Context: an optimization exercise on an open-source flow, tuned for small area, a short achievable clock period and few clock cycles per item. The choices shown serve that exercise and are no tape-out recipe.
In this exercise RTL edits were held to simulation tests only and were not proved equivalent to the original.
Power and IR drop assume default switching activity.

### design/flow/config.mk
export PLATFORM = sky130hd
export DESIGN_NAME = nocRouter
export DESIGN_NICKNAME = nocRouter
export VERILOG_FILES = /design/flow/design.v
export SDC_FILE = /design/flow/constraint.sdc
export NUM_CORES = 4
export LEC_CHECK = 0
export CAP_MARGIN = 20
export CORE_MARGIN = 2
export CORE_UTILIZATION = 55
export PLACE_DENSITY = 0.5
export SETUP_SLACK_MARGIN = 3.4
export SLEW_MARGIN = 20
export TNS_END_PERCENT = 0
### design/flow/constraint.sdc
create_clock -name core_clock -period 6.0 [get_ports {clk}]
set_input_delay 1.2000 -clock core_clock [delete_from_list [all_inputs] [get_ports {clk}]]
set_output_delay 1.2000 -clock core_clock [all_outputs]
set_load 0.01 [all_outputs]
### design/flow/design.v
`timescale 1ns/1ps
module lbdrRoute (
  input  logic [7:0]            rxy,
  input  logic [3:0]            cx,
  input  logic [4-1:0]    curAddr,
  input  logic [4-1:0]    dstAddr,
  output logic [5-1:0] ports
);
  logic [1:0] xCur;
  logic [1:0] yCur;
  logic [1:0] xDst;
  logic [1:0] yDst;
  logic goN;
  logic goE;
  logic goW;
  logic goS;
  assign xCur = curAddr[1:0];
  assign yCur = curAddr[3:2];
  assign xDst = dstAddr[1:0];
  assign yDst = dstAddr[3:2];
  assign goN = (~yDst[1] & yCur[1]) | (~yDst[1] & ~yDst[0] & yCur[0]) | (~yDst[0] & yCur[1] & yCur[0]);
  assign goE = (~xCur[1] & xDst[1]) | (~xCur[1] & ~xCur[0] & xDst[0]) | (~xCur[0] & xDst[1] & xDst[0]);
  assign goW = (~xDst[1] & xCur[1]) | (~xDst[1] & ~xDst[0] & xCur[0]) | (~xDst[0] & xCur[1] & xCur[0]);
  assign goS = (~yCur[1] & yDst[1]) | (~yCur[1] & ~yCur[0] & yDst[0]) | (~yCur[0] & yDst[1] & yDst[0]);
  always_comb begin
    ports = '0;
    ports[0] = ((goN & ~goE & ~goW) | (goN & goE & rxy[0])
                    | (goN & goW & rxy[1])) & cx[0];
    ports[1] = ((goE & ~goN & ~goS) | (goE & goN & rxy[2])
                    | (goE & goS & rxy[3])) & cx[1];
    ports[2] = ((goW & ~goN & ~goS) | (goW & goN & rxy[4])
                    | (goW & goS & rxy[5])) & cx[2];
    ports[3] = ((goS & ~goE & ~goW) | (goS & goE & rxy[6])
                    | (goS & goW & rxy[7])) & cx[3];
    ports[4] = ~goN & ~goE & ~goW & ~goS;
  end
endmodule
`timescale 1ns/1ps
module meshRouter (
  input  logic                           clk,
  input  logic                           rst,
  input  logic [7:0]                     rxyInit,
  input  logic [3:0]                     cxInit,
  input  logic [4-1:0]             curAddrInit,
  input  logic [5-1:0]          inValid,
  input  logic [5*16-1:0]  inFlit,
  output logic [5-1:0]          inReady,
  output logic [5-1:0]          outValid,
  output logic [5*16-1:0]  outFlit
);
  localparam int NP = 5;
  localparam int FW = 16;
  logic [7:0] rxy;
  logic [3:0] cx;
  logic [4-1:0] curAddr;
  logic [NP*FW-1:0] dat;
  logic [NP-1:0] vld;
  logic [NP-1:0] drp;
  logic [NP*NP-1:0] sel;
  logic [NP-1:0] rdy;
  logic [NP*NP-1:0] rte;
  logic [NP-1:0] scan;
  logic [4-1:0] scanDst;
  logic [NP-1:0] scanRte;
  logic [NP*NP-1:0] newRte;
  logic [NP-1:0] acc;
  logic [NP-1:0] hdrIn;
  logic [NP-1:0] tailIn;
  logic [NP-1:0] bnd;
  logic [NP-1:0] waiting;
  logic [NP-1:0] tailOut;
  logic [NP-1:0] rel;
  logic [NP-1:0] busy;
  logic [NP*NP-1:0] req;
  logic [NP*NP-1:0] gnt;
  logic [NP*NP-1:0] selNext;
  logic [NP-1:0] vldNext;
  logic [NP-1:0] drpNext;
  always_ff @(posedge clk) begin
    if (rst) begin
      rxy <= rxyInit;
      cx <= cxInit;
      curAddr <= curAddrInit;
    end
  end
  for (genvar g = 0; g < NP; g++) begin : gRoute
    lbdrRoute lbdr (
      .rxy(rxy), .cx(cx), .curAddr(curAddr),
      .dstAddr(inFlit[g*FW + FW-4 -: 4]),
      .ports(newRte[g*NP +: NP])
    );
  end
  always_ff @(posedge clk) begin
    if (rst) begin
      scan <= NP'(1);
    end else begin
      scan <= {scan[NP-2:0], scan[NP-1]};
    end
  end
  always_comb begin
    scanDst = '0;
    for (int i = 0; i < NP; i++) begin
      scanDst = scanDst | ({4{scan[i]}} & dat[i*FW + FW-4 -: 4]);
    end
  end
  lbdrRoute lbdrHeld (
    .rxy(rxy), .cx(cx), .curAddr(curAddr),
    .dstAddr(scanDst),
    .ports(scanRte)
  );
  always_comb begin
    for (int i = 0; i < NP; i++) begin
      rte[i*NP +: NP] = scan[i] ? scanRte : '0;
    end
  end
  always_comb begin
    for (int i = 0; i < NP; i++) begin
      hdrIn[i] = (inFlit[i*FW + FW-1 -: 3] == 3'd1);
      tailIn[i] = (inFlit[i*FW + FW-1 -: 3] == 3'd3);
      tailOut[i] = (dat[i*FW + FW-1 -: 3] == 3'd3);
      bnd[i] = 1'b0;
      for (int o = 0; o < NP; o++) bnd[i] = bnd[i] | sel[o*NP + i];
      waiting[i] = vld[i] & ~bnd[i];
      rdy[i] = ~waiting[i];
      acc[i] = inValid[i] & rdy[i];
    end
    for (int i = 0; i < NP; i++) begin
      for (int o = 0; o < NP; o++) begin
        req[o*NP + i] = (acc[i] & hdrIn[i] & newRte[i*NP + o]) | (waiting[i] & rte[i*NP + o]);
      end
    end
    for (int o = 0; o < NP; o++) begin
      busy[o] = |sel[o*NP +: NP];
      rel[o] = |(sel[o*NP +: NP] & vld & tailOut);
    end
    for (int o = 0; o < NP; o++) begin
      for (int i = 0; i < NP; i++) begin
        gnt[o*NP + i] = req[o*NP + i] & (~busy[o] | rel[o]);
        for (int j = 0; j < i; j++) begin
          gnt[o*NP + i] = gnt[o*NP + i] & ~req[o*NP + j];
        end
      end
      selNext[o*NP +: NP] = (rel[o] ? '0 : sel[o*NP +: NP]) | gnt[o*NP +: NP];
    end
    for (int i = 0; i < NP; i++) begin
      if (acc[i]) begin
        if (hdrIn[i]) begin
          drpNext[i] = ~|newRte[i*NP +: NP];
        end else begin
          drpNext[i] = drp[i] & ~tailIn[i];
        end
        vldNext[i] = ~drpNext[i] & ~(drp[i] & ~hdrIn[i]);
      end else begin
        drpNext[i] = drp[i];
        vldNext[i] = waiting[i];
      end
    end
  end
  always_ff @(posedge clk) begin
    if (rst) begin
      vld <= '0;
      drp <= '0;
      sel <= '0;
    end else begin
      vld <= vldNext;
      drp <= drpNext;
      sel <= selNext;
    end
  end
  always_ff @(posedge clk) begin
    for (int i = 0; i < NP; i++) begin
      if (acc[i]) begin
        dat[i*FW +: FW] <= inFlit[i*FW +: FW];
      end
    end
  end
  assign inReady = rdy;
  always_comb begin
    for (int o = 0; o < NP; o++) begin
      outValid[o] = |(sel[o*NP +: NP] & vld);
      outFlit[o*FW +: FW] = '0;
      for (int i = 0; i < NP; i++) begin
        outFlit[o*FW +: FW] = outFlit[o*FW +: FW] | ({FW{sel[o*NP + i]}} & dat[i*FW +: FW]);
      end
    end
  end
endmodule
`timescale 1ns/1ps
module nocRouter (
  input  logic                           clk,
  input  logic                           rst,
  input  logic [7:0]                     rxyInit,
  input  logic [3:0]                     cxInit,
  input  logic [4-1:0]             curAddrInit,
  input  logic [5-1:0]          inValid,
  input  logic [5*16-1:0]  inFlit,
  output logic [5-1:0]          inReady,
  output logic [5-1:0]          outValid,
  output logic [5*16-1:0]  outFlit
);
  meshRouter router0 (
    .clk(clk), .rst(rst),
    .rxyInit(rxyInit), .cxInit(cxInit), .curAddrInit(curAddrInit),
    .inValid(inValid), .inFlit(inFlit),
    .inReady(inReady), .outValid(outValid), .outFlit(outFlit)
  );
endmodule
### design/flow/flow/run.sh
#!/bin/bash
# Standard layout, with plain buf_1 cells as the port buffers instead of the default choice
export BUFFER_PORTS_ARGS="-buffer_cell sky130_fd_sc_hd__buf_1"
bash standard.sh > standard.log 2>&1
### design/flow/standard.sh
#!/bin/bash
# synth_recipe.tcl (not shown) runs the flow's synth.tcl, then flattens the netlist and writes it again
# the make line also repeats each setting of config.mk as NAME=value (left out here)
make -C /OpenROAD-flow-scripts/flow DESIGN_CONFIG=/design/flow/config.mk WORK_HOME=/design/flow/orfs CLKGATE_MAP_FILE= SYNTH_SCRIPT=/design/flow/synth_recipe.tcl "${@:-finish}"
==> flow_summary.yaml <==
sta:
  rsz0062_at_grt: "true"
  final.min_clock_period_ns: 2.863
  max_freq_mhz: 349.3
  setup_viol: 0
  finalHoldViolations: 0
  finClkSkew_ns: 0.009465
  finalSetupTns_ns: 0
  worst_slew_pin_slew_ns: 1.052
  maxSlewViolCount: 0
  slew_headroom_pct: 29.89
  finalCritPeriodShare_pct: 47.71
  hold_ws_ns: 0.4798
worst_setup_path:
  critical_path_class: "reg -> out"
  critPathMaxFanout: 21
  path_cells: "buf_12, a222oi_1, nand2_1, buf_2"
  required_ns: 4.80
  crit_path_start: "router0.sel[3]"
  cpMaxStageDelayCell: "a222oi_1"
  end_kind: "output port"
  rr_endpoint: "router0.sel[24]"
  rr_startpoint: "router0.dat[9]"
  r2r_cells: 8
  critPathArrivalTime_ns: 1.66
  startpoint_type: "flip-flop"
  r2r_slack_ns: 3.23
  critPathMaxStageDelay_ns: 0.42
  critical_path.endpoint: "outFlit[4]"
routing:
  drt_iter0_drc: 1949
  detail-route-antenna-nets: 0
  routedWlPerCell_um: 27.15
  dr.pass1.iters: 15
  num_vias: 9325
  wl_um: 34780
  drc: 0
  viasPerCell: 7.279
cts:
  clock-sinks: 136
  cts-root-buf: "clkbuf_16"
  clock_latency_ns: 0.43
  cts_max_level: 4
  clk_pin_slew_ns: 0.06
  numCtsBuffers: 17
  clockBufferDepth: 2
  cts_hold_buf: 0
  cts_tree: "done"
power:
  seqPwrFrac_pct: 42.9
  power.share.switching_pct: 27.84
  internal_power_mw: 1.997
  totalPowerFinal_mw: 2.767
  pwr-share-clk_pct: 43.1
  p_leak_nw: 3.693
  peakVddDrop_mv: 0.1858
  p_sw_mw: 0.7704
  p_comb_share_pct: 14.0
  power.density_nw_per_um2: 271.5
placed_design:
  placed_area_um2: 9231
  place_congestion: 0.9538
  dp_hpwl_um: 22730
  place.port_buffers: 192
  dp_cells: 1236
final_layout:
  fin_nets: 1183
  final_common_cell: "buf_1"
  diodes: 0
  drive_gt1_share_pct: 9.698
  area.growth.synth_to_final_pct: 20.68
  layoutNonFillerInstCount: 1281
  layout_common_cells: "188 x buf_1, 140 x nand2_1, 108 x a22oi_1"
  fin_area_um2: 10190
run_status:
  outcome: "complete, no violations"
synthesis:
  synth_fp_nets: 1017
  netlist_area_um2: 8446
  yosys_warnings: 2
  synth_cell_types: 59
  synth-edff-count: 96
  syn_inst: 914
  synth_seq_area_share_pct: 43.61
  syn_area_per_cell_um2: 9.240
  ys_ff_latch: 136
  synth-main-ff-cell: "edfxtp_1"
  async_flop_share_pct: 0
floorplan:
  row_count: 45
  initial_utilization_pct: 55.97
  coreArea_um2: 15090
  die_area_um2: 16360
  chipWidth_um: 127.9
  io_pins: 193
  die_h_um: 127.9
global_route:
  grt_max_degree: 40
  antenna_found_initial: 0
  grt_util_all_layers_pct: 41.73
  grt_pass1_wl_um: 51010
  grt_overflow: 0
  grt_pass1_vias: 8683
flow_run:
  maxCapViolCount: 0
min_path:
  min_from: "router0.drp[4]"
  hp-class: "reg -> reg"
[worst min path at each step]
| stage | cells past startpoint | end | slack, ns |
|---|---|---|---|
| 3_5_place_dp | 2 | router0.drp[4] | 0.47 |
| 5_1_grt | 2 | router0.drp[4] | 0.51 |
| 6_report | 2 | router0.drp[4] | 0.48 |
| 2_1_floorplan | 2 | router0.drp[4] | 0.45 |
| 3_3_place_gp | 2 | router0.drp[4] | 0.47 |
| 4_1_cts | 2 | router0.drp[4] | 0.48 |
[cell type report]
cell class / instances / area, µm²
fillers: 1248 / 4897
multi-input cells: 684 / 4531
flip-flops and latches: 136 / 3764
repair buffers: 210 / 880.8
clock buffers: 18 / 439.2
well taps: 188 / 235.2
clock inverters: 14 / 226.5
inverters: 31 / 116.4
[synth_stat cells (9+ instances only)]
master,n,share of area (%)
xor2_1,10,1.0
edfxtp_1,96,34
a222oi_1,91,11
nor2b_1,11,0.81
buf_1,15,0.67
and3_1,9,0.67
a21oi_1,33,2.0
o22ai_1,10,0.74
nor4_1,16,1.2
inv_1,31,1.4
maj3_1,21,2.5
nor2_1,66,2.9
nand2b_1,23,1.7
o21ai_0,21,1.2
dfxtp_1,40,9.5
nand2_1,140,6.2
nand3_1,14,0.83
clkbuf_1,44,2.0
nor3_1,15,0.89
and2_1,11,0.81
nand3b_1,9,0.80
a22oi_1,108,9.6
[state kept, by name (all words and copies together) (netlist names)]
name	cells
router0.dat	80
router0.vld	5
router0.curAddr	4
router0.drp	5
router0.cx	4
router0.sel	25
router0.scan	5
router0.rxy	8
[logic make-up (layout without fill, tap and decap cells)]
logic type | Yosys count | in the layout | share of synthesized area, %
fa+ha+maj | 23 | 23 | 2.756
xor+xnor | 11 | 11 | 1.141
simple gates | 349 | 349 | 20.04
buf+inv | 94 | 273 | 4.311
flops | 136 | 136 | 43.61
compound gates | 301 | 301 | 28.13
[worst max-delay path: cells and delay by family, from the launching register on]
family	cells	cell delay, ns
flops	1	0.32
simple gates	1	0.15
compound gates	1	0.42
buf+inv	2	0.34
[layer usage]
layer	routed length, µm	track usage, %	up-vias
li1	-	-	3996
met1	12300	53.84	4253
met2	15630	64.67	919
met3	5168	10.81	157
met4	1675	22.11	0
met5	0	0	-
[timing repair]
item | 4_1_cts | 5_1_grt
setup endpoints to repair | 173 | 125
cloned | 0 | 0
setup buffers | 6 | 7
hold endpoints to repair | 0 | 0
pin swaps | 9 | 7
resized for setup | 54 | 13
[power groups by stage]
stage,Clock [mW],Sequential [mW],Combinational [mW]
detailed placement,0,1.21,0.348
global placement,0,1.21,0.347
floorplan,0,1.15,0.239
CTS,1.19,1.18,0.362
global route,1.23,1.19,0.416
finish,1.19,1.19,0.387
[stage by stage]
stage               utilization (%)  setup WS (ns)
global placement              61.18          2.826
finish                        67.55          3.137
floorplan                         -          3.221
global route                  67.55          3.079
CTS                           66.73          3.214
detailed placement            61.18          2.804
Testbench counts, summed over its fixed seeds: cycles 1,164, flits 5,366.

re-timing with driven ports:
The results above use ideal ports. As a check the final layout listed here was re-extracted and re-timed, cells and wires unchanged.
Step 1, drivers: a clkbuf_16 drives clk and a buf_2 each remaining input, both assumed.
Step 2, shift: input delay + t, output delay - t, t = (earliest + latest rising clock arrival at the registers) / 2. This alone moves slack from input paths to output paths.
a / b / c = no drivers / after step 1 / after step 2; a / b = the first two.
shift t [ns]: 0.467
slack for setup (ns): 3.137 / 3.094 / 2.780
worst setup path after step 2: input to register
latest minus earliest clock arrival (ns): 0.010 / 0.009
pins driven straight from the clock port: 1
After both steps setup and hold are still met in this run. For this run, drivers alone change the setup slack by -0.043 ns; drivers and shift together by -0.357 ns.
